Background: an optimization exercise with open tools, aiming at small area and few clock cycles per item. Do not read the settings as production practice.
Where RTL was checked, it was by simulation tests only, not by an equivalence proof against the original.
No functional check of the RTL was part of runs 1 and 2.
Power is estimated from default activity; no workload was simulated.

==> flow/design.v <==
package pndm_pkg;
    typedef struct packed {
        logic        mode;
        logic [9:0]  raw_gas;
        logic [9:0]  raw_clutch;
        logic [31:0] now_ms;
    } in_t;
    typedef struct packed {
        logic       clutch_alert;
        logic       gas_alert;
        logic [6:0] gas_percent;
    } out_t;
    typedef struct packed {
        logic [2:0]  enables;
        logic [9:0]  gas_idle_max;
        logic [9:0]  gas_full_min;
        logic [9:0]  clutch_margin;
        logic [7:0]  clutch_repeat;
        logic [31:0] window_ms_q;      
        logic [31:0] timeout_ms_q;
        logic [31:0] cooldown_ms_q;
    } cfg_t;
    localparam int PADDR_W = 5;
    localparam logic [31:0] TQ_MASK = 32'hAAAA_AAAA;
    localparam int REG_IDX_W = 3;
    localparam logic [REG_IDX_W-1:0] REG_ENABLES       = 3'd0;
    localparam logic [REG_IDX_W-1:0] REG_GAS_IDLE_MAX  = 3'd1;
    localparam logic [REG_IDX_W-1:0] REG_GAS_FULL_MIN  = 3'd2;
    localparam logic [REG_IDX_W-1:0] REG_CLUTCH_MARGIN = 3'd3;
    localparam logic [REG_IDX_W-1:0] REG_CLUTCH_REPEAT = 3'd4;
    localparam logic [REG_IDX_W-1:0] REG_WINDOW_MS     = 3'd5;
    localparam logic [REG_IDX_W-1:0] REG_TIMEOUT_MS    = 3'd6;
    localparam logic [REG_IDX_W-1:0] REG_COOLDOWN_MS   = 3'd7;
    localparam logic [2:0]  RST_ENABLES       = 3'd7;
    localparam logic [9:0]  RST_GAS_IDLE_MAX  = 10'd51;
    localparam logic [9:0]  RST_GAS_FULL_MIN  = 10'd951;
    localparam logic [9:0]  RST_CLUTCH_MARGIN = 10'd51;
    localparam logic [7:0]  RST_CLUTCH_REPEAT = 8'd4;
    localparam logic [31:0] RST_WINDOW_MS     = 32'd30000;
    localparam logic [31:0] RST_TIMEOUT_MS    = 32'd10000;
    localparam logic [31:0] RST_COOLDOWN_MS   = 32'd60000;
    localparam int EN_MIRROR = 0;
    localparam int EN_CLUTCH = 1;
    localparam int EN_GAS    = 2;
    localparam logic MODE_SAMPLE    = 1'b0;
    localparam logic MODE_RECONNECT = 1'b1;
    localparam int unsigned MIN_USAGE_PCT = 20;
    localparam int unsigned PCT_SCALE     = 100;
endpackage
module pndm_fa (
    input  logic a,
    input  logic b,
    input  logic c,
    output logic s,
    output logic k
);
    assign s = a ^ b ^ c;
    assign k = (a & b) | (a & c) | (b & c);
endmodule
module pndm_nand2 (input logic a, input logic b, output logic y);
    assign y = ~(a & b);
endmodule
module pndm_nor2 (input logic a, input logic b, output logic y);
    assign y = ~(a | b);
endmodule
module pndm_o21ai (input logic a1, input logic a2, input logic b1, output logic y);
    assign y = ~((a1 | a2) & b1);
endmodule
module pndm_elapsed (
    input  logic [31:0] now_q,
    input  logic [31:0] t_q,
    input  logic [31:0] lim_q,
    output logic        over
);
    logic [31:0] s_q, k_q;
    logic [31:0] tx, ty;
    logic        w, c32;
    for (genvar i = 0; i < 32; i++) begin : g_fa
        pndm_fa u_fa (.a(now_q[i]), .b(t_q[i]), .c(lim_q[i]), .s(s_q[i]), .k(k_q[i]));
    end
    pndm_chain #(.N(32)) u_w (.xq(now_q), .yq(t_q), .ci(1'b1), .co(w));
    assign tx = s_q;
    assign ty = {~k_q[30:0], 1'b1};
    pndm_chain #(.N(32)) u_t (.xq(tx), .yq(ty), .ci(1'b1), .co(c32));
    assign over = w ? (k_q[31] & c32) : (k_q[31] ^ c32);
endmodule
module pndm_chain #(
    parameter int N = 32
) (
    input  logic [N-1:0] xq,
    input  logic [N-1:0] yq,
    input  logic         ci,
    output logic         co
);
    logic [N:0] c;     
    assign c[0] = ci;
    for (genvar i = 0; i < N; i++) begin : g_st
        logic g, p;
        if (i % 2 == 0) begin : g_even
            pndm_nor2  u_g (.a(xq[i]), .b(yq[i]), .y(g));
            pndm_nand2 u_p (.a(xq[i]), .b(yq[i]), .y(p));
            pndm_o21ai u_c (.a1(c[i]), .a2(g), .b1(p), .y(c[i+1]));
        end else begin : g_odd
            pndm_nand2 u_g (.a(xq[i]), .b(yq[i]), .y(g));
            pndm_nor2  u_p (.a(xq[i]), .b(yq[i]), .y(p));
            pndm_o21ai u_c (.a1(p), .a2(c[i]), .b1(g), .y(c[i+1]));
        end
    end
    assign co = c[N];
endmodule
module pedal_noise_and_drift_monitor #(
    parameter int unsigned TRAVEL_MAX = 1023
) (
    input  logic                          aclk,
    input  logic                          aresetn,
    input  logic                          s_valid,
    output logic                          s_ready,
    input  logic [52:0]                   s_data,
    output logic                          m_valid,
    input  logic                          m_ready,
    output logic [8:0]                    m_data,
    input  logic                          psel,
    input  logic                          penable,
    input  logic                          pwrite,
    input  logic [pndm_pkg::PADDR_W-1:0]  paddr,
    input  logic [31:0]                   pwdata,
    output logic [31:0]                   prdata,
    output logic                          pready
);
    pndm_pkg::in_t  s_item;
    pndm_pkg::out_t result;
    logic out_valid_reg;
    logic accept;
    assign s_item  = pndm_pkg::in_t'(s_data);
    assign s_ready = !out_valid_reg || m_ready;
    assign accept  = s_valid && s_ready;
    assign m_valid = out_valid_reg;
    assign m_data  = 9'(result);
    always_ff @(posedge aclk) begin
        if (!aresetn) begin
            out_valid_reg <= 1'b0;
        end else if (s_ready) begin
            out_valid_reg <= s_valid;
        end
    end
    pndm_pkg::cfg_t                 cfg_reg;
    logic [pndm_pkg::REG_IDX_W-1:0] idx;
    logic                 wr_en;
    assign idx    = paddr[pndm_pkg::PADDR_W-1:2];
    assign wr_en  = psel && penable && pwrite;
    assign pready = 1'b1;
    always_ff @(posedge aclk) begin
        if (!aresetn) begin
            cfg_reg.enables       <= pndm_pkg::RST_ENABLES;
            cfg_reg.gas_idle_max  <= pndm_pkg::RST_GAS_IDLE_MAX;
            cfg_reg.gas_full_min  <= pndm_pkg::RST_GAS_FULL_MIN;
            cfg_reg.clutch_margin <= pndm_pkg::RST_CLUTCH_MARGIN;
            cfg_reg.clutch_repeat <= pndm_pkg::RST_CLUTCH_REPEAT;
            cfg_reg.window_ms_q   <= pndm_pkg::RST_WINDOW_MS ^ pndm_pkg::TQ_MASK;
            cfg_reg.timeout_ms_q  <= pndm_pkg::RST_TIMEOUT_MS ^ pndm_pkg::TQ_MASK;
            cfg_reg.cooldown_ms_q <= pndm_pkg::RST_COOLDOWN_MS ^ pndm_pkg::TQ_MASK;
        end else if (wr_en) begin
            unique case (idx)
                pndm_pkg::REG_ENABLES:       cfg_reg.enables       <= pwdata[2:0];
                pndm_pkg::REG_GAS_IDLE_MAX:  cfg_reg.gas_idle_max  <= pwdata[9:0];
                pndm_pkg::REG_GAS_FULL_MIN:  cfg_reg.gas_full_min  <= pwdata[9:0];
                pndm_pkg::REG_CLUTCH_MARGIN: cfg_reg.clutch_margin <= pwdata[9:0];
                pndm_pkg::REG_CLUTCH_REPEAT: cfg_reg.clutch_repeat <= pwdata[7:0];
                pndm_pkg::REG_WINDOW_MS:     cfg_reg.window_ms_q   <= pwdata ^ pndm_pkg::TQ_MASK;
                pndm_pkg::REG_TIMEOUT_MS:    cfg_reg.timeout_ms_q  <= pwdata ^ pndm_pkg::TQ_MASK;
                pndm_pkg::REG_COOLDOWN_MS:   cfg_reg.cooldown_ms_q <= pwdata ^ pndm_pkg::TQ_MASK;
            endcase
        end
    end
    always_comb begin
        unique case (idx)
            pndm_pkg::REG_ENABLES:       prdata = 32'(cfg_reg.enables);
            pndm_pkg::REG_GAS_IDLE_MAX:  prdata = 32'(cfg_reg.gas_idle_max);
            pndm_pkg::REG_GAS_FULL_MIN:  prdata = 32'(cfg_reg.gas_full_min);
            pndm_pkg::REG_CLUTCH_MARGIN: prdata = 32'(cfg_reg.clutch_margin);
            pndm_pkg::REG_CLUTCH_REPEAT: prdata = 32'(cfg_reg.clutch_repeat);
            pndm_pkg::REG_WINDOW_MS:     prdata = cfg_reg.window_ms_q ^ pndm_pkg::TQ_MASK;
            pndm_pkg::REG_TIMEOUT_MS:    prdata = cfg_reg.timeout_ms_q ^ pndm_pkg::TQ_MASK;
            pndm_pkg::REG_COOLDOWN_MS:   prdata = cfg_reg.cooldown_ms_q ^ pndm_pkg::TQ_MASK;
        endcase
    end
    function automatic logic cmp32(input logic [31:0] a, input logic [31:0] b,
                                   input logic ci);
        logic c;
        c = ci;
        for (int i = 0; i < 32; i++) begin
            c = (a[i] & ~b[i]) | ((a[i] | ~b[i]) & c);
        end
        cmp32 = c;
    endfunction
    function automatic logic [31:0] add32(input logic [31:0] a, input logic [31:0] b,
                                          input logic ci);
        logic c;
        c = ci;
        for (int i = 0; i < 32; i++) begin
            add32[i] = a[i] ^ b[i] ^ c;
            c = (a[i] & b[i]) | (a[i] & c) | (b[i] & c);
        end
    endfunction
    logic [9:0]  prev_clutch_reg;
    logic [7:0]  stuck_count_reg;
    logic        racing_reg;
    logic [6:0]  peak_pct_reg;
    logic [31:0] full_time_q_reg;
    logic [31:0] activity_time_q_reg;
    logic [31:0] alert_time_q_reg;
    logic        clutch_alert_reg;
    logic        gas_alert_reg;
    logic [9:0]  gas, clutch;
    logic [10:0] dc;
    logic [7:0]  stuck_mid;
    logic        gas_idle, near, stuck_hit, clutch_fire;
    logic        restart, idle_expire, racing_new, at_full, window_due;
    logic        gas_fire;
    logic [6:0]  gas_pct, peak_base, peak_max;
    logic [14:0] g25;
    logic [17:0] pct_sum;
    logic        is_rc, en_c, en_g, step_s, step_c, step_g;
    logic [31:0] now_dq, now_q;
    logic        exp_act, exp_full, exp_alert;
    logic        ld_full, ld_act, ld_alert, ld_prev;
    assign is_rc  = s_item.mode;
    assign en_c   = cfg_reg.enables[pndm_pkg::EN_CLUTCH];
    assign en_g   = cfg_reg.enables[pndm_pkg::EN_GAS];
    assign step_s = accept && !is_rc;
    assign step_c = step_s && en_c;
    assign step_g = step_s && en_g;
    assign now_q = s_item.now_ms ^ ~pndm_pkg::TQ_MASK;
    pndm_elapsed u_exp_act (
        .now_q (now_q), .t_q (activity_time_q_reg), .lim_q (cfg_reg.timeout_ms_q), .over (exp_act)
    );
    pndm_elapsed u_exp_full (
        .now_q (now_q), .t_q (full_time_q_reg), .lim_q (cfg_reg.window_ms_q), .over (exp_full)
    );
    pndm_elapsed u_exp_alert (
        .now_q (now_q), .t_q (alert_time_q_reg), .lim_q (cfg_reg.cooldown_ms_q), .over (exp_alert)
    );
    always_comb begin
        gas    = s_item.raw_gas    ^ {10{cfg_reg.enables[pndm_pkg::EN_MIRROR]}};
        clutch = s_item.raw_clutch ^ {10{cfg_reg.enables[pndm_pkg::EN_MIRROR]}};
        g25     = 15'(add32(32'({gas, 4'd0}), add32(32'({gas, 3'd0}), 32'(gas), 1'b0), 1'b0));
        pct_sum = 18'(add32(32'({g25, 2'd0}), 32'(g25[14:8]), 1'b1));
        gas_pct = pct_sum[16:10];
        gas_idle  = !cmp32(32'(gas), 32'(cfg_reg.gas_idle_max), 1'b0);
        dc        = 11'(add32(32'(clutch), ~(32'(prev_clutch_reg)), 1'b1));
        near      = cmp32(32'(cfg_reg.clutch_margin),
                          32'(dc[9:0] ^ {10{dc[10]}}), !dc[10]);
        stuck_hit = gas_idle && (clutch != '0) && near;
        stuck_mid = stuck_hit ? 8'(add32(32'(stuck_count_reg), 32'd0, 1'b1)) : 8'd0;
        clutch_fire = cmp32(32'(stuck_mid), 32'(cfg_reg.clutch_repeat), 1'b1);
        restart     = !gas_idle && !racing_reg;
        idle_expire = exp_act;
        racing_new  = !gas_idle || (racing_reg && !idle_expire);
        peak_base   = restart ? '0 : peak_pct_reg;
        peak_max    = cmp32(32'(gas_pct), 32'(peak_base), 1'b0) ? gas_pct : peak_base;
        at_full     = cmp32(32'(gas), 32'(cfg_reg.gas_full_min), 1'b1);
        window_due  = !restart
                   && exp_full && exp_alert;
        gas_fire    = racing_new && !at_full && window_due
                   && cmp32(32'(peak_max), 32'(pndm_pkg::MIN_USAGE_PCT), 1'b0);
    end
    assign result.clutch_alert = clutch_alert_reg;
    assign result.gas_alert    = gas_alert_reg;
    assign result.gas_percent  = gas_alert_reg ? peak_pct_reg : 7'd0;
    assign now_dq   = (s_item.now_ms & {32{aresetn}}) ^ pndm_pkg::TQ_MASK;
    assign ld_full  = !aresetn || (accept && is_rc)
                   || (step_g && (restart || (racing_new && at_full)));
    assign ld_act   = !aresetn || (accept && is_rc) || (step_g && !gas_idle);
    assign ld_alert = !aresetn || (step_g && gas_fire);
    assign ld_prev  = !aresetn || (accept && is_rc) || step_c;
    always_ff @(posedge aclk) begin
        if (ld_full) full_time_q_reg <= now_dq;
        if (ld_act) activity_time_q_reg <= now_dq;
        if (ld_alert) alert_time_q_reg <= now_dq;
        if (ld_prev) prev_clutch_reg <= (aresetn && !is_rc) ? clutch : 10'd0;
    end
    always_ff @(posedge aclk) begin
        if (!aresetn) begin
            stuck_count_reg   <= '0;
            racing_reg        <= 1'b0;
            peak_pct_reg      <= '0;
            clutch_alert_reg  <= 1'b0;
            gas_alert_reg     <= 1'b0;
        end else if (accept) begin
            clutch_alert_reg <= 1'b0;
            gas_alert_reg    <= 1'b0;
            if (is_rc) begin
                stuck_count_reg   <= '0;
                racing_reg        <= 1'b0;
                peak_pct_reg      <= '0;
            end else begin
                if (en_c) begin
                    stuck_count_reg  <= clutch_fire ? 8'd0 : stuck_mid;
                    clutch_alert_reg <= clutch_fire;
                end
                if (en_g) begin
                    racing_reg <= racing_new;
                    if (racing_new && at_full) begin
                        peak_pct_reg <= '0;
                    end else if (racing_new) begin
                        peak_pct_reg <= peak_max;
                    end else begin
                        peak_pct_reg <= peak_base;
                    end
                    if (gas_fire) begin
                        gas_alert_reg  <= 1'b1;
                    end
                end
            end
        end
    end
endmodule
==> flow/flow/run.sh <==
#!/bin/bash
# Layout flow: the standard ORFS flow, with smaller port buffers and a
# clock tree without dummy loads. Each step's output goes to a log of its own.
set -euo pipefail
bash standard.sh synth > synth.log 2>&1
bash standard.sh \
    "BUFFER_PORTS_ARGS=-buffer_cell sky130_fd_sc_hd__buf_1" \
    "CTS_ARGS=-sink_clustering_enable -repair_clock_nets -dont_use_dummy_load -root_buf sky130_fd_sc_hd__clkbuf_8 -buf_list sky130_fd_sc_hd__clkbuf_4 -sink_clustering_size 10 -sink_clustering_max_diameter 35" \
    finish > layout.log 2>&1
==> flow/standard.sh <==
#!/bin/bash
# synth_recipe.tcl (not shown) runs the flow's synth.tcl, then flattens the netlist and writes it again
# the make line also repeats each setting of config.mk as NAME=value (left out here)
make -C /OpenROAD-flow-scripts/flow DESIGN_CONFIG=/design/flow/config.mk WORK_HOME=/design/flow/orfs CLKGATE_MAP_FILE= SYNTH_SCRIPT=/design/flow/synth_recipe.tcl "${@:-finish}"
==> flow/config.mk <==
export PLATFORM = sky130hd
export DESIGN_NAME = pedal_noise_and_drift_monitor
export DESIGN_NICKNAME = pedal_noise_and_drift_monitor
export VERILOG_FILES = /design/flow/design.v
export SDC_FILE = /design/flow/constraint.sdc
export NUM_CORES = 4
export LEC_CHECK = 0
export ABC_AREA = 1
export CAP_MARGIN = 20
export CORE_MARGIN = 2
export CORE_UTILIZATION = 55
export SLEW_MARGIN = 20
export SYNTH_HIERARCHICAL = 1
==> flow/constraint.sdc <==
create_clock -name core_clock -period 12.0 [get_ports {aclk}]
set_input_delay 2.4000 -clock core_clock [delete_from_list [all_inputs] [get_ports {aclk}]]
set_output_delay 2.4000 -clock core_clock [all_outputs]
set_load 0.01 [all_outputs]
==> flow_summary.ini, run 1 <==
[place]
io_buffers = 137
place.gp.congestion = 0.8902
pre_cts_ws_ps = 917.7
dp_hpwl_mm = 33.36
dp.cells = 2621

[floorplan]
fp.dieW_um = 178.0
die_area_um2 = 31670
coreArea_um2 = 29720
num_rows = 63
initial_core_util = 0.5601
die_h_um = 178.0
ios = 141

[detailed_routing]
wire_per_inst_um = 17.54
vias_per_cell = 5.440
met1_length_mm = 20.27
drtIter0Drc = 1189
drc = 0
met3_length_mm = 3.256
ant_nets = 0
wl_met2_mm = 22.10
first_pass_iters = 7
top_layer = met5
vias = 14540
wl_mm = 46.86

[setup_path]
cp-end-kind = flip-flop
cp_max_fo = 32
reg2reg_setup_slack_ps = 2660
cp.required_ps = 12170
critPathLaunchType = input port
r2r-start = cfg_reg[134]$_SDFFE_PN1P_
crit_end = alert_time_q_reg[4]$_DFFE_PP_
rr_worst_depth = 44
reg2reg_to = alert_time_q_reg[4]$_DFFE_PP_
worstPathArrival_ps = 10730
slowest_stage = fa_1
criticalPathCategory = input port to flip-flop
max_stage_delay_ps = 490
setup.worst_path.start = s_data[42]

[hold_path]
hold_path_class = flip-flop to flip-flop
hp-start = stuck_count_reg[3]$_SDFFE_PN0P_

[clocking]
root_buffer = clkbuf_8
cts_tree = built
cts.sinks = 262
cts_resized = 0
clk_pin_slew_ps = 50
cts_buffers = 51
htreeDepth = 2
cts_setup_buffers = 0
clk_latency_ps = 600
cts_buffer_depth = 3
hold_buffers = 0

[global_route]
grt_max_degree = 65
grt-ovfl-total = 0
antenna_found_initial = 1
grt_pass1_wl_mm = 72.70
track_usage = 0.2999
grt_pass1_vias = 13790

[timing]
finalHoldViolations = 0
period_share = 0.8796
fin_ws_ps = 1445
grt_setup_unrepaired = no
final-setup-viol-count = 0
max_freq_ghz = 0.09474
relSlewSlack = 0.2656
tightest_slew_ps = 1102
finalCriticalPeriod_ps = 10550
tns_ps = 0
slew_viol_final = 0
clock_skew_ps = 91.74
timing.hold.ws_ps = 458.5

[synth]
synth_edf_count = 106
synthAdderAreaFrac = 0.1604
avgSynthCellArea_um2 = 7.826
synth-simple-area-share = 0.2160
ys_seq_area_frac = 0.3788
ys.flop_type = dfxtp_1
synthCells = 2127
async_reset_ff_frac = 0
synth.area.mux_share = 0
synth_xor_xnor_area_share = 0.01323
yosysWarnings = 7
synth_top_family_by_area = simple AND/OR/NAND/NOR gates
synth-compound-area-share = 0.1597
yosysUniqueCellTypes = 47
syn_area_um2 = 16650
synth-seq-cells = 262

[finish]
area_growth_pct = 8.125
instances_no_fill = 2672
largest_reg_flops = 137
fin_nets = 2522
final_cell_mix = 484 x nand2_1, 307 x nor2_1, 236 x inv_1
fill_cells = 2736
layout_commonest_cell = nand2_1
antenna_cells = 0
drive_gt1_frac = 0.04777

[pwr]
power_w = 0.002027
power_leakage_nw = 7.882
p_per_area_nw_per_um2 = 112.6
ir_drop_mv = 0.08724

[run_status]
status = no timing/DRC/antenna violations

[flow_run]
drv_cap = 0
per-layer routing:
layer / track usage / vias up
met5: 0 / -
met3: 0.04710 / 88
met4: 0.09939 / 2
met1: 0.4003 / 6716
li1: - / 7232
met2: 0.5005 / 498
modules after synthesis, one instance, submodules excluded, excerpt:
module	cells	flops+latches	times used	area [um^2]
pndm_o21ai	1	0	192	5.005
pndm_nand2	1	0	192	3.754
pedal_noise_and_drift_monitor	1344	262	1	11880
pndm_fa	1	0	96	20.02
pndm_nor2	1	0	192	3.754
pndm_elapsed	37	0	3	147.6
metrics by stage:
step | util | instance area [um^2]
2_1_floorplan | - | 16680
4_1_cts | 0.6055 | 17990
5_1_grt | 0.6057 | 18000
6_report | 0.6057 | 18000
3_5_place_dp | 0.5916 | 17580
3_3_place_gp | 0.5916 | 17580
power by group:
part           internal [W]  leakage, nW  total, W  switching, W
clock              0.000214        0.248  0.000536      0.000322
sequential         0.000970         2.30   0.00100     0.0000350
combinational      0.000180         5.33  0.000486      0.000307
total               0.00136         7.88   0.00203      0.000664
kinds of logic (layout without fill, tap and decap cells):
kind of cell               Yosys count  in the layout
other                                4             13
buffers and inverters              304            450
xor gates and xnor gates            23             23
DFF                                262            262
AOI/OAI and AO/OA                  493            493
and+or+nand+nor                    898            898
adders and majority gates          143            143
final cells by class:
class,count,area (um^2),area share
multi-input cells,1570,9226,0.5126
flip-flops and latches,262,6306,0.3504
inverters,246,925.9,0.05144
repair buffers,153,638.1,0.03545
well taps,390,488.0,0.02711
clock buffers,51,414.1,0.02301
cell usage after synthesis, types with 4 or more instances:
cell type  instances  area, um^2
a21oi_1           88       440.4
a221oi_1           6       52.55
a22oi_1            6       45.04
buf_1              7       26.28
buf_4              4       30.03
clkbuf_1          43       161.4
clkinv_1           4       15.01
conb_1             4       15.01
dfxtp_1          156        3123
edfxtp_1         106        3183
fa_1             118        2362
ha_1              23       287.8
inv_1            237       889.6
inv_2              4       15.01
nand2_1          487        1828
nand2_2            6       37.54
nand3_1           56       280.3
nand3_2            8       80.08
nor2_1           310        1164
nor3_1             9       45.04
o211ai_1          17       127.6
o21ai_0          121       605.6
o21ai_1          197       986.0
o21bai_1          11       82.58
o22ai_1           35       219.0
or2_1              4       25.02
or2_2              9       56.30
xnor2_1           10       87.58
xor2_1            12       105.1
worst min path at each step:
stage / to / slack [ps] / depth (start not counted)
6_report: stuck_count_reg[3]$_SDFFE_PN0P_ / 460 / 2
5_1_grt: stuck_count_reg[3]$_SDFFE_PN0P_ / 480 / 2
4_1_cts: stuck_count_reg[3]$_SDFFE_PN0P_ / 460 / 2
3_5_place_dp: stuck_count_reg[5]$_SDFFE_PN0P_ / 450 / 2
3_3_place_gp: stuck_count_reg[5]$_SDFFE_PN0P_ / 440 / 2
2_1_floorplan: clutch_alert_reg$_SDFFE_PN0P_ / 430 / 2
worst max-delay path: cells and delay by family:
kind	cells	cell delay, ps
AND/OR/NAND/NOR	15	1130
AO/OA/AOI/OAI	4	680
XOR/XNOR	1	180
buffers and inverters	7	940
adder cells (fa/ha/maj)	17	5330
==> run 2, diff against run 1 <==
==> flow/flow/run.sh (replaced) <==
#!/bin/bash
# Layout flow: the standard ORFS flow, with smaller port buffers and a
# clock tree without dummy loads. Each step's output goes to a log of its own.
set -euo pipefail
bash standard.sh synth > synth.log 2>&1
bash standard.sh \
    "BUFFER_PORTS_ARGS=-buffer_cell sky130_fd_sc_hd__buf_1" \
    "CTS_ARGS=-sink_clustering_enable -repair_clock_nets -dont_use_dummy_load -buf_list sky130_fd_sc_hd__clkbuf_8 -sink_clustering_size 16 -sink_clustering_max_diameter 40" \
    finish > layout.log 2>&1
==> flow_summary.ini, run 2 <==
[run_status]
status = no timing/DRC/antenna violations

[global_route]
track_usage = 0.2993
antenna_found_initial = 1
grt_pass1_vias = 13620
grt_max_degree = 65
grt-ovfl-total = 0
grt_pass1_wl_mm = 72.44

[setup_path]
max_stage_delay_ps = 490
cp_max_fo = 32
r2r-start = cfg_reg[134]$_SDFFE_PN1P_
cp.required_ps = 12180
cp-end-kind = flip-flop
slowest_stage = fa_1
critPathLaunchType = input port
reg2reg_to = alert_time_q_reg[10]$_DFFE_PP_
worstPathArrival_ps = 10720
criticalPathCategory = input port to flip-flop
rr_worst_depth = 44
reg2reg_setup_slack_ps = 2670

[synth]
async_reset_ff_frac = 0
ys_seq_area_frac = 0.3788
yosysWarnings = 7
yosysUniqueCellTypes = 47
synth_edf_count = 106
yosysTopAreaCellShare = 0.1912
synth_common_cells = 487 x nand2_1, 310 x nor2_1, 237 x inv_1, 197 x o21ai_1, 156 x dfxtp_1
yosys-top-cells-area = edfxtp_1 19%, dfxtp_1 19%, fa_1 14%
synth-seq-cells = 262
synthCells = 2127
ys.flop_type = dfxtp_1
synth_most_common_cell = nand2_1
synth_area_leader_cell = edfxtp_1
avgSynthCellArea_um2 = 7.826
syn_area_um2 = 16650

[timing]
finalHoldViolations = 0
final-setup-viol-count = 0
tns_ps = 0
slew_viol_final = 0
period_share = 0.8785
max_freq_ghz = 0.09486
timing.hold.ws_ps = 459.8
grt_setup_unrepaired = no
finalCriticalPeriod_ps = 10540
relSlewSlack = 0.2512
clock_skew_ps = 63.90
tightest_slew_ps = 1123

[finish]
antenna_cells = 0
largest_reg_flops = 137
area_growth_pct = 9.110
drive_gt1_frac = 0.04399
final_cell_mix = 484 x nand2_1, 307 x nor2_1, 236 x inv_1
fin_nets = 2513
layout_commonest_cell = nand2_1

[clocking]
cts_buffers = 42
hold_buffers = 0
cts_tree = built
cts_setup_buffers = 0
cts.sinks = 262
root_buffer = clkbuf_8
cts_buffer_depth = 3
cts_resized = 0
clk_latency_ps = 580
clk_pin_slew_ps = 40
htreeDepth = 2

[hold_path]
hp-start = stuck_count_reg[5]$_SDFFE_PN0P_
hold_end = stuck_count_reg[5]$_SDFFE_PN0P_
holdPathStages = 2
hold_path_class = flip-flop to flip-flop

[detailed_routing]
wire_per_inst_um = 17.58
first_pass_iters = 5
wl_mm = 46.83
ant_nets = 0
drc = 0
vias = 14490
drtIter0Drc = 1250
vias_per_cell = 5.440

[floorplan]
initial_core_util = 0.5601
die_area_um2 = 31670
die_h_um = 178.0
fp.dieW_um = 178.0
num_rows = 63
coreArea_um2 = 29720
ios = 141

[pwr]
seqPwrFrac = 0.471
intPower_w = 0.001458
switching_share = 0.3170
power_leakage_nw = 7.937
p_per_area_nw_per_um2 = 117.5
power_frac_comb = 0.228
ir_drop_mv = 0.09873
switchingPower_w = 0.0006767
p_clk_frac = 0.301

[place]
place.gp.congestion = 0.8902
io_buffers = 137
dp_hpwl_mm = 33.36

[flow_run]
drv_cap = 0
==> run 2: cell counts after synthesis <==
No cell type changed its count.
==> run 2: worst max path at each step <==
stage / start / end / slack [ps] / cells after the start
2_1_floorplan: s_data[42] / alert_time_q_reg[0]$_DFFE_PP_ / 1440 / 42
5_1_grt: s_data[42] / alert_time_q_reg[10]$_DFFE_PP_ / 950 / 44
6_report: s_data[42] / alert_time_q_reg[10]$_DFFE_PP_ / 1460 / 44
3_3_place_gp: s_data[42] / alert_time_q_reg[0]$_DFFE_PP_ / 1100 / 44
3_5_place_dp: s_data[42] / alert_time_q_reg[0]$_DFFE_PP_ / 920 / 44
4_1_cts: s_data[42] / alert_time_q_reg[10]$_DFFE_PP_ / 1490 / 44
==> run 2: final cells by class <==
cell class,count,area (um^2)
fillers,2723,11550
multi-input cells,1570,9226
flip-flops and latches,262,6306
inverters,246,925.9
repair buffers,153,638.1
clock buffers,42,578.1
well taps,390,488.0
==> run 2: cells by family after synthesis <==
group	after synthesis	synth area share
adders and majority gates	143	0.1604
buffers and inverters	304	0.07103
and+or+nand+nor	898	0.2160
DFF	262	0.3788
other	4	0.0009017
xor gates and xnor gates	23	0.01323
AOI/OAI and AO/OA	493	0.1597
==> run 2: power groups by stage <==
stage / clock [W] / sequential, W / combinational, W
after detailed placement: 0 / 0.00103 / 0.000482
final: 0.000642 / 0.00101 / 0.000487
after global placement: 0 / 0.00102 / 0.000471
after global routing: 0.000683 / 0.00101 / 0.000555
after floorplan: 0 / 0.00102 / 0.000348
after CTS: 0.000651 / 0.00101 / 0.000485
==> run 2: Yosys stat by module (local to each module, per instance), excerpt <==
| module | cell area (um^2) | flops+latches | cells | copies in the design |
|---|---|---|---|---|
| pedal_noise_and_drift_monitor | 11880 | 262 | 1344 | 1 |
| pndm_elapsed | 147.6 | 0 | 37 | 3 |
| pndm_fa | 20.02 | 0 | 1 | 96 |
| pndm_o21ai | 5.005 | 0 | 1 | 192 |
| pndm_nand2 | 3.754 | 0 | 1 | 192 |
| pndm_nor2 | 3.754 | 0 | 1 | 192 |
==> run 2: critical path: cells and delay by family <==
| kind | cells | cell delay [ps] |
|---|---|---|
| adders and majority gates | 17 | 5320 |
| xor gates and xnor gates | 1 | 180 |
| AOI/OAI and AO/OA | 4 | 690 |
| and+or+nand+nor | 15 | 1130 |
| buffers and inverters | 7 | 940 |
==> run 2: per-layer routing <==
| layer | GRT usage | up-vias | wire length [um] |
|---|---|---|---|
| met5 | 0 | - | 0 |
| met4 | 0.09187 | 0 | 1248 |
| met3 | 0.03708 | 90 | 2911 |
| met2 | 0.5040 | 473 | 22080 |
| met1 | 0.4051 | 6727 | 20590 |
| li1 | - | 7197 | - |
==> run 2: per-stage QoR <==
step / std cells / setup slack, ps / power (W) / utilization / cell area [um^2]
after floorplan: 2136 / 1444 / 0.001365 / - / 16680
after global placement: 2621 / 1097 / 0.001494 / 0.5916 / 17580
after detailed placement: 2621 / 917.7 / 0.001507 / 0.5916 / 17580
after CTS: 2663 / 1495 / 0.002142 / 0.6110 / 18160
after global routing: 2663 / 948.7 / 0.002250 / 0.6112 / 18160
final: 2663 / 1458 / 0.002135 / 0.6112 / 18160
==> run 3, diff against run 2 <==
--- a/flow/design.v
+++ b/flow/design.v
@@ -23,4 +23,5 @@
     localparam int PADDR_W = 5;
     localparam logic [31:0] TQ_MASK = 32'hAAAA_AAAA;
+    localparam logic [31:0] LQ_MASK = 32'h5555_5555;
     localparam int REG_IDX_W = 3;
     localparam logic [REG_IDX_W-1:0] REG_ENABLES       = 3'd0;
@@ -73,33 +74,37 @@
     output logic        over
 );
-    logic [31:0] s_q, k_q;
-    logic [31:0] tx, ty;
-    logic        w, c32;
-    for (genvar i = 0; i < 32; i++) begin : g_fa
-        pndm_fa u_fa (.a(now_q[i]), .b(t_q[i]), .c(lim_q[i]), .s(s_q[i]), .k(k_q[i]));
+    logic [32:0] c;       
+    logic [31:0] d_q;     
+    logic [31:0] unused_k;
+    logic        c_out, gt_n;
+    pndm_chain #(.N(32), .ODD_FIRST(0)) u_sub (
+        .xq(now_q), .yq(t_q), .ci(1'b1), .c(c), .co(c_out)
+    );
+    for (genvar i = 0; i < 32; i++) begin : g_d
+        pndm_fa u_d (.a(now_q[i]), .b(t_q[i]), .c(c[i]), .s(d_q[i]), .k(unused_k[i]));
     end
-    pndm_chain #(.N(32)) u_w (.xq(now_q), .yq(t_q), .ci(1'b1), .co(w));
-    assign tx = s_q;
-    assign ty = {~k_q[30:0], 1'b1};
-    pndm_chain #(.N(32)) u_t (.xq(tx), .yq(ty), .ci(1'b1), .co(c32));
-    assign over = w ? (k_q[31] & c32) : (k_q[31] ^ c32);
+    pndm_chain #(.N(32), .ODD_FIRST(1)) u_cmp (
+        .xq(d_q), .yq(lim_q), .ci(1'b1), .c(), .co(gt_n)
+    );
+    assign over = ~gt_n;
 endmodule
 module pndm_chain #(
-    parameter int N = 32
+    parameter int N = 32,
+    parameter int ODD_FIRST = 0
 ) (
     input  logic [N-1:0] xq,
     input  logic [N-1:0] yq,
     input  logic         ci,
+    output logic [N:0]   c,
     output logic         co
 );
-    logic [N:0] c;     
     assign c[0] = ci;
     for (genvar i = 0; i < N; i++) begin : g_st
         logic g, p;
-        if (i % 2 == 0) begin : g_even
+        if ((i + ODD_FIRST) % 2 == 0) begin : g_inv
             pndm_nor2  u_g (.a(xq[i]), .b(yq[i]), .y(g));
             pndm_nand2 u_p (.a(xq[i]), .b(yq[i]), .y(p));
             pndm_o21ai u_c (.a1(c[i]), .a2(g), .b1(p), .y(c[i+1]));
-        end else begin : g_odd
+        end else begin : g_true
             pndm_nand2 u_g (.a(xq[i]), .b(yq[i]), .y(g));
             pndm_nor2  u_p (.a(xq[i]), .b(yq[i]), .y(p));
@@ -157,7 +162,7 @@
             cfg_reg.clutch_margin <= pndm_pkg::RST_CLUTCH_MARGIN;
             cfg_reg.clutch_repeat <= pndm_pkg::RST_CLUTCH_REPEAT;
-            cfg_reg.window_ms_q   <= pndm_pkg::RST_WINDOW_MS ^ pndm_pkg::TQ_MASK;
-            cfg_reg.timeout_ms_q  <= pndm_pkg::RST_TIMEOUT_MS ^ pndm_pkg::TQ_MASK;
-            cfg_reg.cooldown_ms_q <= pndm_pkg::RST_COOLDOWN_MS ^ pndm_pkg::TQ_MASK;
+            cfg_reg.window_ms_q   <= pndm_pkg::RST_WINDOW_MS ^ pndm_pkg::LQ_MASK;
+            cfg_reg.timeout_ms_q  <= pndm_pkg::RST_TIMEOUT_MS ^ pndm_pkg::LQ_MASK;
+            cfg_reg.cooldown_ms_q <= pndm_pkg::RST_COOLDOWN_MS ^ pndm_pkg::LQ_MASK;
         end else if (wr_en) begin
             unique case (idx)
@@ -167,7 +172,7 @@
                 pndm_pkg::REG_CLUTCH_MARGIN: cfg_reg.clutch_margin <= pwdata[9:0];
                 pndm_pkg::REG_CLUTCH_REPEAT: cfg_reg.clutch_repeat <= pwdata[7:0];
-                pndm_pkg::REG_WINDOW_MS:     cfg_reg.window_ms_q   <= pwdata ^ pndm_pkg::TQ_MASK;
-                pndm_pkg::REG_TIMEOUT_MS:    cfg_reg.timeout_ms_q  <= pwdata ^ pndm_pkg::TQ_MASK;
-                pndm_pkg::REG_COOLDOWN_MS:   cfg_reg.cooldown_ms_q <= pwdata ^ pndm_pkg::TQ_MASK;
+                pndm_pkg::REG_WINDOW_MS:     cfg_reg.window_ms_q   <= pwdata ^ pndm_pkg::LQ_MASK;
+                pndm_pkg::REG_TIMEOUT_MS:    cfg_reg.timeout_ms_q  <= pwdata ^ pndm_pkg::LQ_MASK;
+                pndm_pkg::REG_COOLDOWN_MS:   cfg_reg.cooldown_ms_q <= pwdata ^ pndm_pkg::LQ_MASK;
             endcase
         end
@@ -180,7 +185,7 @@
             pndm_pkg::REG_CLUTCH_MARGIN: prdata = 32'(cfg_reg.clutch_margin);
             pndm_pkg::REG_CLUTCH_REPEAT: prdata = 32'(cfg_reg.clutch_repeat);
-            pndm_pkg::REG_WINDOW_MS:     prdata = cfg_reg.window_ms_q ^ pndm_pkg::TQ_MASK;
-            pndm_pkg::REG_TIMEOUT_MS:    prdata = cfg_reg.timeout_ms_q ^ pndm_pkg::TQ_MASK;
-            pndm_pkg::REG_COOLDOWN_MS:   prdata = cfg_reg.cooldown_ms_q ^ pndm_pkg::TQ_MASK;
+            pndm_pkg::REG_WINDOW_MS:     prdata = cfg_reg.window_ms_q ^ pndm_pkg::LQ_MASK;
+            pndm_pkg::REG_TIMEOUT_MS:    prdata = cfg_reg.timeout_ms_q ^ pndm_pkg::LQ_MASK;
+            pndm_pkg::REG_COOLDOWN_MS:   prdata = cfg_reg.cooldown_ms_q ^ pndm_pkg::LQ_MASK;
         endcase
     end
==> flow/flow/run.sh (replaced) <==
#!/bin/bash
# Layout flow: the standard ORFS flow, with smaller port buffers and a
# clock tree without dummy loads. Each step's output goes to a log of its own.
set -euo pipefail
bash standard.sh synth > synth.log 2>&1
bash standard.sh \
    "BUFFER_PORTS_ARGS=-buffer_cell sky130_fd_sc_hd__buf_1" \
    "CTS_ARGS=-sink_clustering_enable -repair_clock_nets -dont_use_dummy_load -root_buf sky130_fd_sc_hd__clkbuf_8 -buf_list sky130_fd_sc_hd__clkbuf_4 -sink_clustering_size 10 -sink_clustering_max_diameter 35" \
    finish > layout.log 2>&1
--- a/flow/config.mk
+++ b/flow/config.mk
@@ -9,5 +9,5 @@
 export CAP_MARGIN = 20
 export CORE_MARGIN = 2
-export CORE_UTILIZATION = 55
+export CORE_UTILIZATION = 70
 export SLEW_MARGIN = 20
 export SYNTH_HIERARCHICAL = 1
==> flow_summary.ini, run 3 <==
[run_status]
status = no timing/DRC/antenna violations

[finish]
final_cell_mix = 475 x nand2_1, 311 x nor2_1, 193 x o21ai_1
largest_reg_flops = 137
layout_commonest_cell = nand2_1
drive_gt1_frac = 0.04223
fin_nets = 2392
area_growth_pct = 6.967
fill_cells = 1771

[clocking]
clk_pin_slew_ps = 60
cts_buffers = 45
cts_tree = built
cts.sinks = 262
root_buffer = clkbuf_8
cts_buffer_depth = 3
cts_resized = 0
clk_latency_ps = 580
hold_buffers = 0
cts_setup_buffers = 0
htreeDepth = 2

[detailed_routing]
first_pass_iters = 5
vias_per_cell = 5.791
wl_mm = 41.77
vias = 14140
wire_per_inst_um = 17.11
drc = 0
ant_nets = 0
drtIter0Drc = 1235

[pwr]
p_clk_frac = 0.244
intPower_w = 0.001359
p_per_area_nw_per_um2 = 117.7
power_leakage_nw = 7.234
seqPwrFrac = 0.494
power_frac_comb = 0.262
switching_share = 0.3329
ir_drop_mv = 0.1088
switchingPower_w = 0.0006781

[global_route]
grt_max_degree = 74
track_usage = 0.3480
grt_pass1_vias = 13550
grt-ovfl-total = 0
antenna_found_initial = 1
grt_pass1_wl_mm = 66.71

[setup_path]
worstPathArrival_ps = 10740
cp_max_fo = 32
criticalPathCategory = input port to flip-flop
max_stage_delay_ps = 490
path_delay_family = adder cells
critPathLaunchType = input port
slowest_stage = fa_1
reg2reg_setup_slack_ps = 2630
crit_buf_inv = 7
cp.required_ps = 12150
cp-end-kind = flip-flop
crit_top_cell = nand2_1

[floorplan]
initial_core_util = 0.7147
coreArea_um2 = 22640
fp.dieW_um = 156.0
ios = 141
die_area_um2 = 24350
die_h_um = 156.0
num_rows = 55

[synth]
syn_area_um2 = 16180
synthCells = 2012
avgSynthCellArea_um2 = 8.043
yosysWarnings = 7

[timing]
timing.hold.ws_ps = 466.6
finalCriticalPeriod_ps = 10580
slew_viol_final = 0
period_share = 0.8820
grt_setup_unrepaired = no
fin_ws_ps = 1416
final-setup-viol-count = 0
tns_ps = 0
tightest_slew_ps = 1057
relSlewSlack = 0.2943
clock_skew_ps = 86.99
finalHoldViolations = 0
max_freq_ghz = 0.09448

[flow_run]
drv_cap = 0

[place]
pre_cts_ws_ps = 1003
dp_hpwl_mm = 30.21
place.gp.congestion = 0.9894
io_buffers = 137

[hold_path]
hold_path_class = flip-flop to flip-flop
-- run 3: area by class of cell --
class | count | area (um^2) | share of cell area
Multi-Input combinational cell | 1543 | 9064 | 0.5236
Sequential cell | 262 | 6306 | 0.3643
Timing Repair Buffer | 153 | 638.1 | 0.03687
Inverter | 152 | 573.1 | 0.03311
Clock buffer | 45 | 369.1 | 0.02132
Tap cell | 285 | 356.6 | 0.02060
Antenna cell | 1 | 2.502 | 0.0001446
-- run 3: power by group through the flow --
stage	logic (W)	clock network, W	registers, W
2_1_floorplan	0.000377	0	0.00102
3_3_place_gp	0.000506	0	0.00102
3_5_place_dp	0.000524	0	0.00103
4_1_cts	0.000528	0.000501	0.00101
5_1_grt	0.000602	0.000541	0.00101
6_report	0.000534	0.000497	0.00101
-- run 3: worst paths after layout --
path	from	depth (start not counted)	to
setup / recovery	s_data[42]	44	alert_time_q_reg[13]$_DFFE_PP_
hold reg to reg	stuck_count_reg[3]$_SDFFE_PN0P_	2	stuck_count_reg[3]$_SDFFE_PN0P_
hold / removal	stuck_count_reg[3]$_SDFFE_PN0P_	2	stuck_count_reg[3]$_SDFFE_PN0P_
setup reg to reg	cfg_reg[134]$_SDFFE_PN1P_	44	alert_time_q_reg[13]$_DFFE_PP_
-- run 3: stage by stage --
stage | power (W) | cells | util | instance area [um^2]
3_5_place_dp | 0.001551 | 2395 | 0.7479 | 16930
3_3_place_gp | 0.001529 | 2395 | 0.7479 | 16930
5_1_grt | 0.002156 | 2440 | 0.7644 | 17310
6_report | 0.002037 | 2441 | 0.7645 | 17310
2_1_floorplan | 0.001395 | 2018 | - | 16200
4_1_cts | 0.002035 | 2440 | 0.7642 | 17300
-- run 3: metal layers --
layer,vias up,routed length (um),global-route usage
met3,134,3396,0.06389
met1,6540,16550,0.4346
met5,-,0,0
li1,6850,-,-
met4,0,1779,0.1507
met2,611,20040,0.5965
-- run 3: worst reg2reg max path: cells and delay by family, from the launching register on --
family                     cells  cell delay [ps]
AOI/OAI and AO/OA              4              670
xor gates and xnor gates       1              190
adders and majority gates     17             5380
buffers and inverters          7             1270
DFF                            1              310
and+or+nand+nor               15             1130
Testbench counts of run 3, summed over its fixed seeds: cycles 16,008, items 16,000.
==> run 4, diff against run 3 <==
--- a/flow/config.mk
+++ b/flow/config.mk
@@ -9,5 +9,5 @@
 export CAP_MARGIN = 20
 export CORE_MARGIN = 2
-export CORE_UTILIZATION = 70
+export CORE_UTILIZATION = 55
 export SLEW_MARGIN = 20
 export SYNTH_HIERARCHICAL = 1
==> flow_summary.ini, run 4 <==
[place]
place.gp.congestion = 0.8901
io_buffers = 137
dp_hpwl_mm = 31.55

[clocking]
clk_pin_slew_ps = 70
cts_buffer_depth = 3
cts_buffers = 51
hold_buffers = 0
htreeDepth = 2
cts_resized = 0
cts_tree = built
cts_setup_buffers = 0
cts.sinks = 262
clk_latency_ps = 570
root_buffer = clkbuf_8

[timing]
max_freq_ghz = 0.09431
grt_setup_unrepaired = no
slew_viol_final = 0
clock_skew_ps = 80.99
tightest_slew_ps = 1031
tns_ps = 0
relSlewSlack = 0.3076
finalCriticalPeriod_ps = 10600
timing.hold.ws_ps = 462.3
final-setup-viol-count = 0
period_share = 0.8836
finalHoldViolations = 0

[run_status]
status = no timing/DRC/antenna violations

[setup_path]
rr_worst_depth = 44
cp_max_fo = 32
reg2reg_to = alert_time_q_reg[2]$_DFFE_PP_
worstPathArrival_ps = 10760
cp-end-kind = flip-flop
criticalPathCategory = input port to flip-flop
critPathLaunchType = input port
cp.required_ps = 12160
reg2reg_setup_slack_ps = 2620
crit_top_cell = nand2_1
max_stage_delay_ps = 480
r2r-start = cfg_reg[134]$_SDFFE_PN1P_
crit_end = alert_time_q_reg[2]$_DFFE_PP_
setup.worst_path.start = s_data[42]
slowest_stage = fa_1

[global_route]
antenna_found_initial = 2
grt_pass1_vias = 13190
grt-ovfl-total = 0
track_usage = 0.2860
grt_pass1_wl_mm = 69.05
grt_max_degree = 88

[flow_run]
drv_cap = 0

[pwr]
power_leakage_nw = 7.267
p_per_area_nw_per_um2 = 117.8
ir_drop_mv = 0.06984

[detailed_routing]
drc = 0
vias_per_cell = 5.394
wire_per_inst_um = 17.13
ant_nets = 0
drtIter0Drc = 1036
wl_mm = 43.66
first_pass_iters = 5
vias = 13740

[floorplan]
die_area_um2 = 30810
die_h_um = 175.5
coreArea_um2 = 28860
ios = 141
initial_core_util = 0.5607
fp.dieW_um = 175.5
num_rows = 62

[synth]
synthCells = 2012
syn_area_um2 = 16180
yosysWarnings = 7
avgSynthCellArea_um2 = 8.043

[finish]
area_growth_pct = 8.103
fin_nets = 2399
fill_cells = 2678
layout_commonest_cell = nand2_1
final_cell_mix = 473 x nand2_1, 309 x nor2_1, 193 x o21ai_1
drive_gt1_frac = 0.04718
largest_reg_flops = 137

[hold_path]
holdPathStages = 2
hold_path_class = flip-flop to flip-flop
[run 4: critical path: cells and delay by family]
kind | cells | cell delay [ps]
simple gates | 15 | 1150
xor+xnor | 1 | 180
compound gates | 4 | 690
buf+inv | 7 | 920
fa+ha+maj | 17 | 5400
[run 4: power breakdown]
part	switching, W	internal [W]
clock	0.000308	0.000214
combinational	0.000336	0.000197
sequential	0.0000357	0.000971
total	0.000679	0.00138
[run 4: how the worst min path moves through the flow]
| stage | slack, ps | from | to |
|---|---|---|---|
| floorplan | 430 | clutch_alert_reg$_SDFFE_PN0P_ | clutch_alert_reg$_SDFFE_PN0P_ |
| global placement | 450 | stuck_count_reg[5]$_SDFFE_PN0P_ | stuck_count_reg[5]$_SDFFE_PN0P_ |
| detailed placement | 450 | stuck_count_reg[5]$_SDFFE_PN0P_ | stuck_count_reg[5]$_SDFFE_PN0P_ |
| CTS | 460 | clutch_alert_reg$_SDFFE_PN0P_ | clutch_alert_reg$_SDFFE_PN0P_ |
| global route | 480 | stuck_count_reg[4]$_SDFFE_PN0P_ | stuck_count_reg[4]$_SDFFE_PN0P_ |
| finish | 460 | clutch_alert_reg$_SDFFE_PN0P_ | clutch_alert_reg$_SDFFE_PN0P_ |
[run 4: cell type report]
class                   instances  area [um^2]  share of cell area
multi-input cells            1543         9069              0.5184
flip-flops and latches        262         6306              0.3605
repair buffers                154        645.6             0.03691
inverters                     152        573.1             0.03276
well taps                     384        480.5             0.02747
clock buffers                  51        414.1             0.02368
diodes                          2        5.005           0.0002861
[run 4: metrics by stage]
step / std cells / cell area [um^2] / power (W) / setup slack, ps / utilization
floorplan: 2018 / 16200 / 0.001395 / 1446 / -
global placement: 2495 / 17070 / 0.001542 / 1051 / 0.5917
detailed placement: 2495 / 17070 / 0.001558 / 926.5 / 0.5917
CTS: 2546 / 17490 / 0.002079 / 1449 / 0.6060
global route: 2546 / 17490 / 0.002192 / 392.1 / 0.6060
finish: 2548 / 17490 / 0.002061 / 1397 / 0.6062
[run 4: per-layer routing]
layer	global-route usage	vias up	routed length [um]
li1	-	6854	-
met1	0.3723	6400	18860
met2	0.4902	396	20890
met3	0.04610	93	2596
met4	0.09263	0	1316
met5	0	-	0
==> run 5, diff against run 4 <==
--- a/flow/design.v
+++ b/flow/design.v
@@ -68,4 +68,13 @@
     assign y = ~((a1 | a2) & b1);
 endmodule
+module pndm_ha (
+    input  logic a,
+    input  logic b,
+    output logic s,
+    output logic k
+);
+    assign s = a ^ b;
+    assign k = a & b;
+endmodule
 module pndm_elapsed (
     input  logic [31:0] now_q,
@@ -178,16 +187,16 @@
         end
     end
-    always_comb begin
-        unique case (idx)
-            pndm_pkg::REG_ENABLES:       prdata = 32'(cfg_reg.enables);
-            pndm_pkg::REG_GAS_IDLE_MAX:  prdata = 32'(cfg_reg.gas_idle_max);
-            pndm_pkg::REG_GAS_FULL_MIN:  prdata = 32'(cfg_reg.gas_full_min);
-            pndm_pkg::REG_CLUTCH_MARGIN: prdata = 32'(cfg_reg.clutch_margin);
-            pndm_pkg::REG_CLUTCH_REPEAT: prdata = 32'(cfg_reg.clutch_repeat);
-            pndm_pkg::REG_WINDOW_MS:     prdata = cfg_reg.window_ms_q ^ pndm_pkg::LQ_MASK;
-            pndm_pkg::REG_TIMEOUT_MS:    prdata = cfg_reg.timeout_ms_q ^ pndm_pkg::LQ_MASK;
-            pndm_pkg::REG_COOLDOWN_MS:   prdata = cfg_reg.cooldown_ms_q ^ pndm_pkg::LQ_MASK;
-        endcase
-    end
+    logic [7:0] rsel;
+    for (genvar k = 0; k < 8; k++) begin : g_rsel
+        assign rsel[k] = (idx == 3'(k));
+    end
+    assign prdata = ({32{rsel[pndm_pkg::REG_ENABLES]}}       & 32'(cfg_reg.enables))
+                  | ({32{rsel[pndm_pkg::REG_GAS_IDLE_MAX]}}  & 32'(cfg_reg.gas_idle_max))
+                  | ({32{rsel[pndm_pkg::REG_GAS_FULL_MIN]}}  & 32'(cfg_reg.gas_full_min))
+                  | ({32{rsel[pndm_pkg::REG_CLUTCH_MARGIN]}} & 32'(cfg_reg.clutch_margin))
+                  | ({32{rsel[pndm_pkg::REG_CLUTCH_REPEAT]}} & 32'(cfg_reg.clutch_repeat))
+                  | ({32{rsel[pndm_pkg::REG_WINDOW_MS]}}     & (cfg_reg.window_ms_q ^ pndm_pkg::LQ_MASK))
+                  | ({32{rsel[pndm_pkg::REG_TIMEOUT_MS]}}    & (cfg_reg.timeout_ms_q ^ pndm_pkg::LQ_MASK))
+                  | ({32{rsel[pndm_pkg::REG_COOLDOWN_MS]}}   & (cfg_reg.cooldown_ms_q ^ pndm_pkg::LQ_MASK));
     function automatic logic cmp32(input logic [31:0] a, input logic [31:0] b,
                                    input logic ci);
@@ -237,4 +246,11 @@
     assign step_g = step_s && en_g;
     assign now_q = s_item.now_ms ^ ~pndm_pkg::TQ_MASK;
+    for (genvar i = 0; i < 10; i++) begin : g_mirror
+        logic unused_g, unused_c;
+        pndm_ha u_g (.a(s_item.raw_gas[i]), .b(cfg_reg.enables[pndm_pkg::EN_MIRROR]),
+                     .s(gas[i]), .k(unused_g));
+        pndm_ha u_c (.a(s_item.raw_clutch[i]), .b(cfg_reg.enables[pndm_pkg::EN_MIRROR]),
+                     .s(clutch[i]), .k(unused_c));
+    end
     pndm_elapsed u_exp_act (
         .now_q (now_q), .t_q (activity_time_q_reg), .lim_q (cfg_reg.timeout_ms_q), .over (exp_act)
@@ -247,6 +263,4 @@
     );
     always_comb begin
-        gas    = s_item.raw_gas    ^ {10{cfg_reg.enables[pndm_pkg::EN_MIRROR]}};
-        clutch = s_item.raw_clutch ^ {10{cfg_reg.enables[pndm_pkg::EN_MIRROR]}};
         g25     = 15'(add32(32'({gas, 4'd0}), add32(32'({gas, 3'd0}), 32'(gas), 1'b0), 1'b0));
         pct_sum = 18'(add32(32'({g25, 2'd0}), 32'(g25[14:8]), 1'b1));
@@ -273,5 +287,11 @@
     assign result.gas_alert    = gas_alert_reg;
     assign result.gas_percent  = gas_alert_reg ? peak_pct_reg : 7'd0;
-    assign now_dq   = (s_item.now_ms & {32{aresetn}}) ^ pndm_pkg::TQ_MASK;
+    for (genvar i = 0; i < 32; i++) begin : g_now_d
+        if (pndm_pkg::TQ_MASK[i]) begin : g_inv
+            pndm_nand2 u_d (.a(now_q[i]), .b(aresetn), .y(now_dq[i]));
+        end else begin : g_true
+            pndm_nor2 u_d (.a(now_q[i]), .b(!aresetn), .y(now_dq[i]));
+        end
+    end
     assign ld_full  = !aresetn || (accept && is_rc)
                    || (step_g && (restart || (racing_new && at_full)));
--- a/flow/config.mk
+++ b/flow/config.mk
@@ -9,5 +9,5 @@
 export CAP_MARGIN = 20
 export CORE_MARGIN = 2
-export CORE_UTILIZATION = 55
+export CORE_UTILIZATION = 70
 export SLEW_MARGIN = 20
 export SYNTH_HIERARCHICAL = 1
==> flow_summary.ini, run 5 <==
[run_status]
status = no timing/DRC/antenna violations

[timing]
max_freq_ghz = 0.09234
finalHoldViolations = 0
grt_setup_unrepaired = no
clock_skew_ps = 79.36
final-setup-viol-count = 0
tns_ps = 0
relSlewSlack = 0.2439
slew_viol_final = 0
tightest_slew_ps = 1126
period_share = 0.9025
finalCriticalPeriod_ps = 10830

[floorplan]
die_h_um = 156.0
coreArea_um2 = 22640
num_rows = 55
die_area_um2 = 24330
fp.dieW_um = 156.0
initial_core_util = 0.7143
ios = 141

[clocking]
cts_resized = 0
clk_latency_ps = 570
htreeDepth = 2
cts_buffers = 44
cts.sinks = 262
root_buffer = clkbuf_8
cts_tree = built
hold_buffers = 0
clk_pin_slew_ps = 60
cts_setup_buffers = 0
cts_buffer_depth = 3

[detailed_routing]
drtIter0Drc = 1528
top_layer = met4
wire_per_inst_um = 17.07
vias_per_cell = 5.809
wl_mm = 41.43
drc = 0
met3_length_mm = 3.560
vias = 14100
wl_met2_mm = 19.99
met1_length_mm = 16.62
ant_nets = 0
first_pass_iters = 8

[finish]
area_growth_pct = 7.079
drive_gt1_frac = 0.04346
fin_nets = 2397
layout_commonest_cell = nand2_1
largest_reg_flops = 137
final_cell_mix = 438 x nand2_1, 327 x nor2_1, 192 x o21ai_1
design_area_um2 = 17320
fill_cells = 1717

[setup_path]
crit_top_cell = o21ai_1
max_stage_delay_ps = 510
worstPathArrival_ps = 10950
r2r-start = cfg_reg[134]$_SDFFE_PN1P_
reg2reg_setup_slack_ps = 2410
rr_worst_depth = 42
cp-end-kind = flip-flop
reg2reg_to = alert_time_q_reg[9]$_DFFE_PP_
cp.required_ps = 12120
slowest_stage = fa_1
criticalPathCategory = input port to flip-flop
critPathLaunchType = input port
cp_max_fo = 32

[place]
io_buffers = 137
placed_area_um2 = 16950
dp_hpwl_mm = 30.00
place.gp.congestion = 0.8801

[pwr]
p_per_area_nw_per_um2 = 117.0
ir_drop_mv = 0.09852
power_leakage_nw = 7.191
power_w = 0.002027

[hold_path]
hold_end = stuck_count_reg[5]$_SDFFE_PN0P_
holdPathStages = 2
hp-start = stuck_count_reg[5]$_SDFFE_PN0P_
hold_path_class = flip-flop to flip-flop

[synth]
yosysWarnings = 7
synthCells = 1993
syn_area_um2 = 16170
avgSynthCellArea_um2 = 8.114

[global_route]
grt-ovfl-total = 0
antenna_found_initial = 2
grt_max_degree = 99
grt_pass1_vias = 13430
track_usage = 0.3463
grt_pass1_wl_mm = 66.25

[flow_run]
drv_cap = 0
## run 5: power breakdown
part           internal, W  leakage [nW]  switching, W  total [W]
Clock             0.000188         0.215      0.000297   0.000484
Sequential        0.000970          2.30     0.0000358    0.00101
Combinational     0.000198          4.67      0.000338   0.000536
## run 5: metrics by stage
step | instances | util | setup slack, ps | hold WS [ps]
2_1_floorplan | 1999 | - | 1450 | 427.3
3_3_place_gp | 2381 | 0.7487 | 1141 | 445.3
3_5_place_dp | 2381 | 0.7487 | 809.4 | 447.1
4_1_cts | 2425 | 0.7646 | 1302 | 462.1
5_1_grt | 2427 | 0.7649 | 273.1 | 484.3
6_report | 2427 | 0.7649 | 1170 | 459.9
## run 5: per-layer routing
metal,vias to the layer above,global-route usage
li1,6795,-
met1,6530,0.4413
met2,675,0.5950
met3,99,0.06167
met4,0,0.1289
met5,-,0
## run 5: cell type report
class | count | area [um^2] | area share
flip-flops and latches | 262 | 6306 | 0.3642
diodes | 2 | 5.005 | 0.0002890
repair buffers | 152 | 630.6 | 0.03642
well taps | 285 | 356.6 | 0.02059
multi-input cells | 1530 | 9086 | 0.5247
inverters | 152 | 570.5 | 0.03295
clock buffers | 44 | 361.6 | 0.02088
## run 5: worst max-delay path by stage
stage / startpoint / to / slack (ps) / cells after the start
5_1_grt: s_data[0] / full_time_q_reg[8]$_DFFE_PP_ / 270 / 44
3_3_place_gp: s_data[0] / full_time_q_reg[4]$_DFFE_PP_ / 1140 / 44
3_5_place_dp: s_data[1] / full_time_q_reg[5]$_DFFE_PP_ / 810 / 42
4_1_cts: s_data[1] / full_time_q_reg[8]$_DFFE_PP_ / 1300 / 42
6_report: s_data[1] / full_time_q_reg[8]$_DFFE_PP_ / 1170 / 42
2_1_floorplan: s_data[45] / alert_time_q_reg[0]$_DFFE_PP_ / 1450 / 39
## run 5: critical path: cells and delay by family
kind            cells  cell delay [ps]
buf+inv             4             1280
compound gates     33             6460
simple gates        4              250
fa+ha+maj           1              510
Testbench counts of run 5, summed over its fixed seeds: cycles 16,008, items 16,000.
==> run 6, diff against run 5 <==
--- a/flow/config.mk
+++ b/flow/config.mk
@@ -9,5 +9,5 @@
 export CAP_MARGIN = 20
 export CORE_MARGIN = 2
-export CORE_UTILIZATION = 70
+export CORE_UTILIZATION = 80
 export SLEW_MARGIN = 20
 export SYNTH_HIERARCHICAL = 1
==> flow_summary.ini, run 6 <==
[timing]
final-setup-viol-count = 0
finalCriticalPeriod_ps = 10790
period_share = 0.8991
finalHoldViolations = 0
tightest_slew_ps = 1019
tns_ps = 0
relSlewSlack = 0.3158
max_freq_ghz = 0.09269
clock_skew_ps = 77.55
grt_setup_unrepaired = no
slew_viol_final = 0

[clocking]
clk_latency_ps = 570
cts_resized = 0
cts_buffers = 41
clk_pin_slew_ps = 80
root_buffer = clkbuf_8
htreeDepth = 2
cts_buffer_depth = 3
hold_buffers = 0
cts.sinks = 262
cts_tree = built
cts_setup_buffers = 0

[finish]
area_growth_pct = 6.824
fin_nets = 2395
final_cell_mix = 438 x nand2_1, 328 x nor2_1, 192 x o21ai_1
antenna_cells = 0
drive_gt1_frac = 0.04210
layout_commonest_cell = nand2_1
largest_reg_flops = 137

[global_route]
track_usage = 0.4009
grt_pass1_wl_mm = 68.45
antenna_found_initial = 1
grt_max_degree = 98
grt_pass1_vias = 14180
grt-ovfl-total = 0

[setup_path]
criticalPathCategory = input port to flip-flop
slowest_stage = buf_4
max_stage_delay_ps = 470
reg2reg_setup_slack_ps = 2520
worstPathArrival_ps = 10940
cp_num_cells = 44
crit_buf_inv = 5
cp_max_fo = 32
path_delay_family = compound AO/OA/AOI/OAI gates
crit_top_cell = o21ai_1
cp-end-kind = flip-flop
rr_worst_depth = 40
cp.required_ps = 12160
critPathLaunchType = input port

[pwr]
power_leakage_nw = 7.183
ir_drop_mv = 0.1110
power_w = 0.002031
p_per_area_nw_per_um2 = 117.5

[run_status]
status = no timing/DRC/antenna violations

[hold_path]
holdPathStages = 2
hold_path_class = flip-flop to flip-flop

[synth]
syn_area_um2 = 16170
yosysWarnings = 7
synthCells = 1993
avgSynthCellArea_um2 = 8.114

[place]
dp_hpwl_mm = 29.98
place.gp.congestion = 0.9183
io_buffers = 137

[detailed_routing]
drtIter0Drc = 1684
wl_mm = 42.98
first_pass_iters = 6
ant_nets = 0
vias = 14680
wire_per_inst_um = 17.85
drc = 0
vias_per_cell = 6.097

[flow_run]
drv_cap = 0

[floorplan]
die_h_um = 146.2
die_area_um2 = 21370
fp.dieW_um = 146.2
initial_core_util = 0.8070
num_rows = 52
ios = 141
coreArea_um2 = 20040
-- run 6: layer usage --
layer,track usage,up-vias,share of wire
li1,-,6794,-
met1,0.4939,6817,0.36
met2,0.6854,873,0.48
met3,0.07406,195,0.10
met4,0.1995,2,0.050
met5,0,-,0.00035
-- run 6: through the flow --
stage	util	cell area (um^2)	cells	setup WS [ps]	hold slack (ps)
after CTS	0.8621	17280	2408	1408	462.7
after global routing	0.8621	17280	2408	453.4	495.0
after floorplan	-	16190	1999	1450	427.3
after global placement	0.8452	16940	2367	1218	445.6
after detailed placement	0.8452	16940	2367	1009	449.7
final	0.8621	17280	2408	1211	462.3
-- run 6: report_power, final --
group / internal [W] / switching, W / leakage, nW / total (W)
clock network: 0.000177 / 0.000298 / 0.202 / 0.000475
registers: 0.000970 / 0.0000371 / 2.30 / 0.00101
logic: 0.000200 / 0.000348 / 4.68 / 0.000548
total: 0.00135 / 0.000684 / 7.18 / 0.00203
-- run 6: worst paths after layout --
kind                                                        end                             from
worst max register to register   alert_time_q_reg[17]$_DFFE_PP_        cfg_reg[134]$_SDFFE_PN1P_
worst max-delay path              full_time_q_reg[18]$_DFFE_PP_                        s_data[0]
worst min register to register  stuck_count_reg[5]$_SDFFE_PN0P_  stuck_count_reg[5]$_SDFFE_PN0P_
worst min-delay path            stuck_count_reg[5]$_SDFFE_PN0P_  stuck_count_reg[5]$_SDFFE_PN0P_
-- run 6: area by class of cell --
| cell class | count | area [um^2] |
|---|---|---|
| Clock buffer | 41 | 339.1 |
| Fill cell | 1146 | 2764 |
| Inverter | 152 | 570.5 |
| Multi-Input combinational cell | 1530 | 9084 |
| Sequential cell | 262 | 6306 |
| Tap cell | 270 | 337.8 |
| Timing Repair Buffer | 153 | 638.1 |
-- run 6: worst register-to-register path: cells and delay by family, from the launching register on --
family                     cells  cell delay, ps
DFF                            1             920
buffers and inverters          6             790
AOI/OAI and AO/OA              3             630
xor gates and xnor gates       1             200
adders and majority gates     18            5590
and+or+nand+nor               12             960
==> run 7, diff against run 6 <==
==> flow/flow/run.sh (replaced) <==
#!/bin/bash
# Layout flow: the standard ORFS flow, with smaller port buffers and a
# clock tree without dummy loads. Each step's output goes to a log of its own.
set -euo pipefail
bash standard.sh synth > synth.log 2>&1
bash standard.sh \
    "BUFFER_PORTS_ARGS=-buffer_cell sky130_fd_sc_hd__buf_1" \
    "CTS_ARGS=-sink_clustering_enable -repair_clock_nets -dont_use_dummy_load -root_buf sky130_fd_sc_hd__clkbuf_8 -buf_list sky130_fd_sc_hd__clkbuf_4 -sink_clustering_size 10 -sink_clustering_max_diameter 80" \
    finish > layout.log 2>&1
==> flow_summary.ini, run 7 <==
[pwr]
power_leakage_nw = 7.127
seqPwrFrac = 0.513
power_frac_comb = 0.278
switchingPower_w = 0.0006651
intPower_w = 0.001297
switching_share = 0.3390
ir_drop_mv = 0.1368
p_clk_frac = 0.209
p_per_area_nw_per_um2 = 114.2

[timing]
finalHoldViolations = 0
clock_skew_ps = 46.22
slew_viol_final = 0
grt_setup_unrepaired = no
finalCriticalPeriod_ps = 10680
period_share = 0.8899
relSlewSlack = 0.3352
max_freq_ghz = 0.09365
final-setup-viol-count = 0
tightest_slew_ps = 989.6
tns_ps = 0

[global_route]
grt_max_degree = 98
grt-ovfl-total = 0
track_usage = 0.3933
grt_pass1_wl_mm = 67.41
grt_pass1_vias = 13950
antenna_found_initial = 1

[hold_path]
hold_path_class = flip-flop to flip-flop

[clocking]
clk_latency_ps = 570
cts_tree = built
cts_buffers = 30
root_buffer = clkbuf_8
cts_resized = 0
cts.sinks = 262
htreeDepth = 1
clk_pin_slew_ps = 100
hold_buffers = 0
cts_buffer_depth = 3
cts_setup_buffers = 0

[detailed_routing]
drtIter0Drc = 1471
drc = 0
wl_mm = 42.21
ant_nets = 0
wire_per_inst_um = 17.61
vias_per_cell = 6.055
first_pass_iters = 6
vias = 14510

[finish]
fin_nets = 2384
design_area_um2 = 17180
layout_commonest_cell = nand2_1
antenna_cells = 0
area_growth_pct = 6.236
final_cell_mix = 438 x nand2_1, 328 x nor2_1, 192 x o21ai_1
largest_reg_flops = 137
instances_no_fill = 2397
drive_gt1_frac = 0.03714

[run_status]
status = no timing/DRC/antenna violations

[place]
place.gp.congestion = 0.9183
dp.cells = 2367
io_buffers = 137
placed_area_um2 = 16940
dp_hpwl_mm = 29.98

[setup_path]
cp.required_ps = 12170
crit_top_cell = o21ai_1
worstPathArrival_ps = 10850
cp_max_fo = 32
cp-end-kind = flip-flop
critPathLaunchType = input port
max_stage_delay_ps = 470
reg2reg_setup_slack_ps = 2470
criticalPathCategory = input port to flip-flop
slowest_stage = buf_4

[floorplan]
initial_core_util = 0.8070
die_h_um = 146.2
num_rows = 52
fp.dieW_um = 146.2
ios = 141
coreArea_um2 = 20040
die_area_um2 = 21370

[synth]
avgSynthCellArea_um2 = 8.114
syn_area_um2 = 16170
yosysWarnings = 7
synthCells = 1993

[flow_run]
drv_cap = 0
[run 7: power groups by stage]
stage / logic [W] / clock network (W) / registers [W]
2_1_floorplan: 0.000382 / 0 / 0.00102
3_3_place_gp: 0.000500 / 0 / 0.00102
3_5_place_dp: 0.000527 / 0 / 0.00103
4_1_cts: 0.000531 / 0.000408 / 0.00101
5_1_grt: 0.000607 / 0.000437 / 0.00101
6_report: 0.000546 / 0.000409 / 0.00101
[run 7: final timing paths]
path,start,to,cells after the start
setup reg to reg,cfg_reg[134]$_SDFFE_PN1P_,alert_time_q_reg[8]$_DFFE_PP_,40
setup / recovery,s_data[0],full_time_q_reg[9]$_DFFE_PP_,44
hold / removal,stuck_count_reg[5]$_SDFFE_PN0P_,stuck_count_reg[5]$_SDFFE_PN0P_,2
hold reg to reg,stuck_count_reg[5]$_SDFFE_PN0P_,stuck_count_reg[5]$_SDFFE_PN0P_,2
[run 7: area by class of cell]
cell class | instances | area [um^2]
Multi-Input combinational cell | 1530 | 9084
Sequential cell | 262 | 6306
Fill cell | 1177 | 2859
Timing Repair Buffer | 153 | 638.1
Inverter | 152 | 570.5
Tap cell | 270 | 337.8
Clock buffer | 30 | 244.0
[run 7: worst max-delay path: cells and delay by family]
kind / cells / cell delay, ps
compound gates: 34 / 6390
buf+inv: 5 / 1240
fa+ha+maj: 1 / 460
simple gates: 4 / 330
[run 7: per-layer routing]
| layer | vias up | share of wire | wire [um] | global-route usage |
|---|---|---|---|---|
| met3 | 189 | 0.098 | 4123 | 0.05063 |
| met5 | - | 0.00036 | 15 | 0 |
| met4 | 2 | 0.052 | 2188 | 0.1816 |
| met1 | 6717 | 0.37 | 15460 | 0.5013 |
| met2 | 834 | 0.48 | 20430 | 0.6774 |
| li1 | 6772 | - | - | - |
[run 7: metrics by stage]
step	setup slack, ps	hold WS, ps	total power, W	util
floorplan	1450	427.3	0.001400	-
global placement	1218	445.6	0.001523	0.8452
detailed placement	1009	449.7	0.001554	0.8452
CTS	1471	466.4	0.001946	0.8573
global route	464.6	493.8	0.002058	0.8573
finish	1321	466.4	0.001962	0.8573

Setup slack of run 7, layout unchanged: 1.321 ns with ideal ports, 1.341 ns with driving cells assumed (clock clkbuf_16, inputs buf_2), 0.745 ns with port delays also shifted by the 0.596 ns mid clock arrival.
